Background: an optimization exercise with open tools, aiming at small area, a short achievable clock period and few clock cycles per item. Do not read the settings as production practice. In this exercise RTL edits were held to simulation tests only and were not proved equivalent to the original. Power is estimated from default activity; no workload was simulated.

run A:
## tc_dot_product
module tc_dot_product #(
    parameter int shape_k    = SHAPE_K_DEF,
    parameter int in_width   = IN_WIDTH_DEF,
    parameter int depth_warp = DEPTH_WARP_DEF,
    parameter int fifo_depth = FIFO_DEPTH_DEF
) (
    input  logic                          clk,
    input  logic                          reset_i,
    input  logic [shape_k*in_width-1:0]   a_i,
    input  logic [shape_k*in_width-1:0]   b_i,
    input  logic [C_WIDTH-1:0]            c_i,
    input  tc_pkg::tc_op_e                        op_i,
    input  logic [IDXW_WIDTH-1:0]         ctrl_reg_idxw_i,
    input  logic [depth_warp-1:0]         ctrl_warpid_i,
    input  logic                          in_valid_i,
    input  logic                          out_ready_i,
    output logic                          in_ready_o,
    output logic                          out_valid_o,
    output logic [C_WIDTH-1:0]            result_o,
    output logic                          ovf_o,
    output logic [IDXW_WIDTH-1:0]         ctrl_reg_idxw_o,
    output logic [depth_warp-1:0]         ctrl_warpid_o
);
    localparam int S = 3;    
    logic sgn, uns;
    assign sgn = (op_i == OP_SIGNED);
    assign uns = !sgn;
    logic         adv;
    logic [S-1:0] vld_q;
    assign adv         = !vld_q[S-1] || out_ready_i;
    assign in_ready_o  = adv;
  ...
Settings: LEC_CHECK=0, CAP_MARGIN=20, CORE_MARGIN=2, CORE_UTILIZATION=40, SETUP_SLACK_MARGIN=2.6, SLEW_MARGIN=20, SYNTH_HIERARCHICAL=1, SYNTH_MINIMUM_KEEP_SIZE=0; clock period 5.5 ns.
standard.sh (not shown) runs the stock make flow with config.mk's settings and CLKGATE_MAP_FILE= SYNTH_SCRIPT=/design/flow/synth_recipe.tcl, a recipe that flattens the netlist after the stock synthesis.
==> flow/flow/run.sh <==
#!/bin/bash
# Layout flow: the standard flow unchanged, except that the port buffers
# are sky130_fd_sc_hd__buf_1 instead of the default delay-style buffer.
export BUFFER_PORTS_ARGS="-buffer_cell sky130_fd_sc_hd__buf_1"
bash standard.sh > standard.log 2>&1
Run A reached the final stage; the timing, design-rule and antenna checks on its layout passed.
Testbench counts of run A, summed over its fixed seeds: cycles 3,224, items 3,200.
Edits applied to the flow inputs when going from run A to run B:
Settings: CTS_BUF_LIST now sky130_fd_sc_hd__clkbuf_4 sky130_fd_sc_hd__clkbuf_8, previously not set.
==> flow/flow/run.sh <==
#!/bin/bash
# Layout flow: the standard flow unchanged, except that the port buffers
# are sky130_fd_sc_hd__buf_2 instead of the default delay-style buffer.
export BUFFER_PORTS_ARGS="-buffer_cell sky130_fd_sc_hd__buf_2"
bash standard.sh > standard.log 2>&1
## What came out
On design area: run B sits below run A. In run B, the clock share of power came out 0.7 points below the value in run A. Status: wire length of the first global-routing pass parity (run A, run B). Run B vs. run A: maximum cell stage delay along the critical path shrank by 60 ps, total number of nets in the final design held steady, synthesized area divided by synthesized cell count held steady, power shrank by 620 µW. Between run B and run A, it is run B whose clock latency of the later-clocked register in the worst-skew pair is higher, by 120 ps. On routed wire length, run A and run B are basically level. Looking at run A and run B, the critical path depth is a wash. Going from run A to run B, via count grew slightly.
Input changes introduced in run C (baseline for comparison: run B):
Settings: an added TNS_END_PERCENT of 3; a deleted CTS_BUF_LIST that had been sky130_fd_sc_hd__clkbuf_4 sky130_fd_sc_hd__clkbuf_8.
==> comparison <==
- Compare run B and run C | detailed-routing iteration count for the pre-antenna-repair pass lower: run B
- Looking at amount of wire on met2 after detailed routing, run C sits below run B.
- No stage failed in run C, and the final checks on the layout all came back clean.
- Via count, run C vs run B: down slightly
- Run C reports a higher clock share of power than run B does.
- Run comparison: run C cell with the largest stage delay on the worst path sky130_fd_sc_hd__fa_1; run B cell with the largest stage delay on the worst path sky130_fd_sc_hd__fa_2
- Compared with run B, run C improves worst path setup slack after routing.
- Looking at run B and run C, the minimum hold slack is a wash.


## JK
tc_dot_product, a different RTL version from the one above (not shown whole).
Size in the first run: about 1800 cells after synthesis, roughly 300 flip-flops, about 190 I/O pins, roughly 23000 sq um of cells after synthesis.
clock: 5.5 ns
lec_check: 0
cap_margin: 20
core_margin: 2
core_utilization: 40
cts_cluster_diameter: 100
cts_cluster_size: 30
setup_slack_margin: 2.6
slew_margin: 20
synth_hierarchical: 1
synth_minimum_keep_size: 0
tns_end_percent: 10
==> flow/flow/run.sh <==
#!/bin/bash
# Layout flow: the standard flow unchanged, except that the port buffers
# are sky130_fd_sc_hd__buf_2 instead of the default delay-style buffer.
export BUFFER_PORTS_ARGS="-buffer_cell sky130_fd_sc_hd__buf_2"
bash standard.sh > standard.log 2>&1
JK: done, clean on timing, DRC and antenna
Testbench counts of JK, summed over its fixed seeds: cycles 3,224, items 3,200.
Edits applied to the flow inputs when going from JK to MS:
diff --git a/flow/config.mk b/flow/config.mk
--- a/flow/config.mk
+++ b/flow/config.mk
@@ -11,2 +11,2 @@
-export CTS_CLUSTER_DIAMETER = 100
-export CTS_CLUSTER_SIZE = 30
+export CTS_CLUSTER_DIAMETER = 80
+export CTS_CLUSTER_SIZE = 22
### Flow results
Via count of the first global-routing pass, JK and MS, higher one = MS. In the tables for JK and MS, fmax reads higher with MS. Delta (MS minus JK): cell area picked up an extra about 1.5%; worst setup slack now larger; internal power component saw an increase; final layout net count neither gained nor lost much.


tc_dot_product again, from the RTL that the note above started with.
clock: 5.5 ns
lec_check: 0
cap_margin: 20
core_margin: 2
core_utilization: 40
setup_slack_margin: 2.7
slew_margin: 20
synth_hierarchical: 1
synth_minimum_keep_size: 0
tns_end_percent: 10
Scripts as last shown in full above: flow/flow/run.sh
The baseline produced a clean layout.
Testbench counts at the start, summed over its fixed seeds: cycles 3,224, items 3,200.
Then changed:
--- a/flow/config.mk
+++ b/flow/config.mk
@@ -11 +11,3 @@
-export SETUP_SLACK_MARGIN = 2.7
+export CTS_CLUSTER_DIAMETER = 80
+export CTS_CLUSTER_SIZE = 26
+export SETUP_SLACK_MARGIN = 2.6
@@ -15 +17 @@
-export TNS_END_PERCENT = 10
+export TNS_END_PERCENT = 5
The new run finished clean.
Sequential share of layout area went up by 0.52 points.
Wire length is lower slightly.
Design area falls slightly.
Worst setup slack improves by 0.024 ns.


tc_dot_product again, from the RTL that the note above started with.
clock: 5.5 ns
lec_check: 0
cap_margin: 20
core_margin: 2
core_utilization: 40
setup_slack_margin: 2.6
slew_margin: 20
synth_hierarchical: 1
synth_minimum_keep_size: 0
tns_end_percent: 10
Scripts as last shown in full above: flow/flow/run.sh
The baseline completed without violations.
Testbench counts at the start, summed over its fixed seeds: cycles 3,224, items 3,200.
Edit:
Settings changed: CTS_CLUSTER_DIAMETER from default to 60, CTS_CLUSTER_SIZE from default to 30.
Effect: The changed run produced a clean layout. Clock skew falls by 3.9 ps. Clock power rises by about 5%. Wire length hardly moves. First-iteration DRC count barely changes.

what the ideal ports hide:
No port has a modelled driver above. Below, the same layouts with a new extraction and two added sets of constraints.
Step 1, drivers: a clkbuf_16 drives clk and a buf_2 each remaining input, both assumed.
Step 2 adds t to the input delays and takes it off the output delays; t is the mean of the earliest and latest rising clock arrival at the registers after step 1. Input paths then give back, and output paths get back, about the clock's delay inside the block.
a / b / c = ideal / step 1 / step 2; a / b = the first two.
| run | shift t [ns] | setup WS [ns] | worst hold slack (ns) |
|---|---|---|---|
| run A | 0.601 | 2.445 / 2.445 / 2.062 | 0.418 / 0.418 / 0.418 |
| run B | 0.708 | 2.459 / 2.459 / 2.055 | 0.416 / 0.416 / 0.416 |
| run C | 0.584 | 2.492 / 2.492 / 2.046 | 0.416 / 0.416 / 0.416 |
| JK | 0.601 | 2.590 / 2.605 / 2.013 | 0.428 / 0.428 / 0.428 |
| MS | 0.639 | 2.606 / 2.610 / 1.997 | 0.423 / 0.423 / 0.423 |
| the first run of note 3 | 0.605 | 2.578 / 2.596 / 2.001 | 0.411 / 0.411 / 0.411 |
| the second run of note 3 | 0.643 | 2.602 / 2.602 / 1.998 | 0.425 / 0.425 / 0.425 |
| the first run of note 4 | 0.605 | 2.585 / 2.593 / 2.005 | 0.411 / 0.411 / 0.411 |
| the second run of note 4 | 0.620 | 2.595 / 2.595 / 2.004 | 0.419 / 0.419 / 0.419 |
After both steps every run listed still meets setup and hold. The setup slack of MS, which loses most, moves by +0.004 ns with the drivers and by -0.609 ns with both steps.
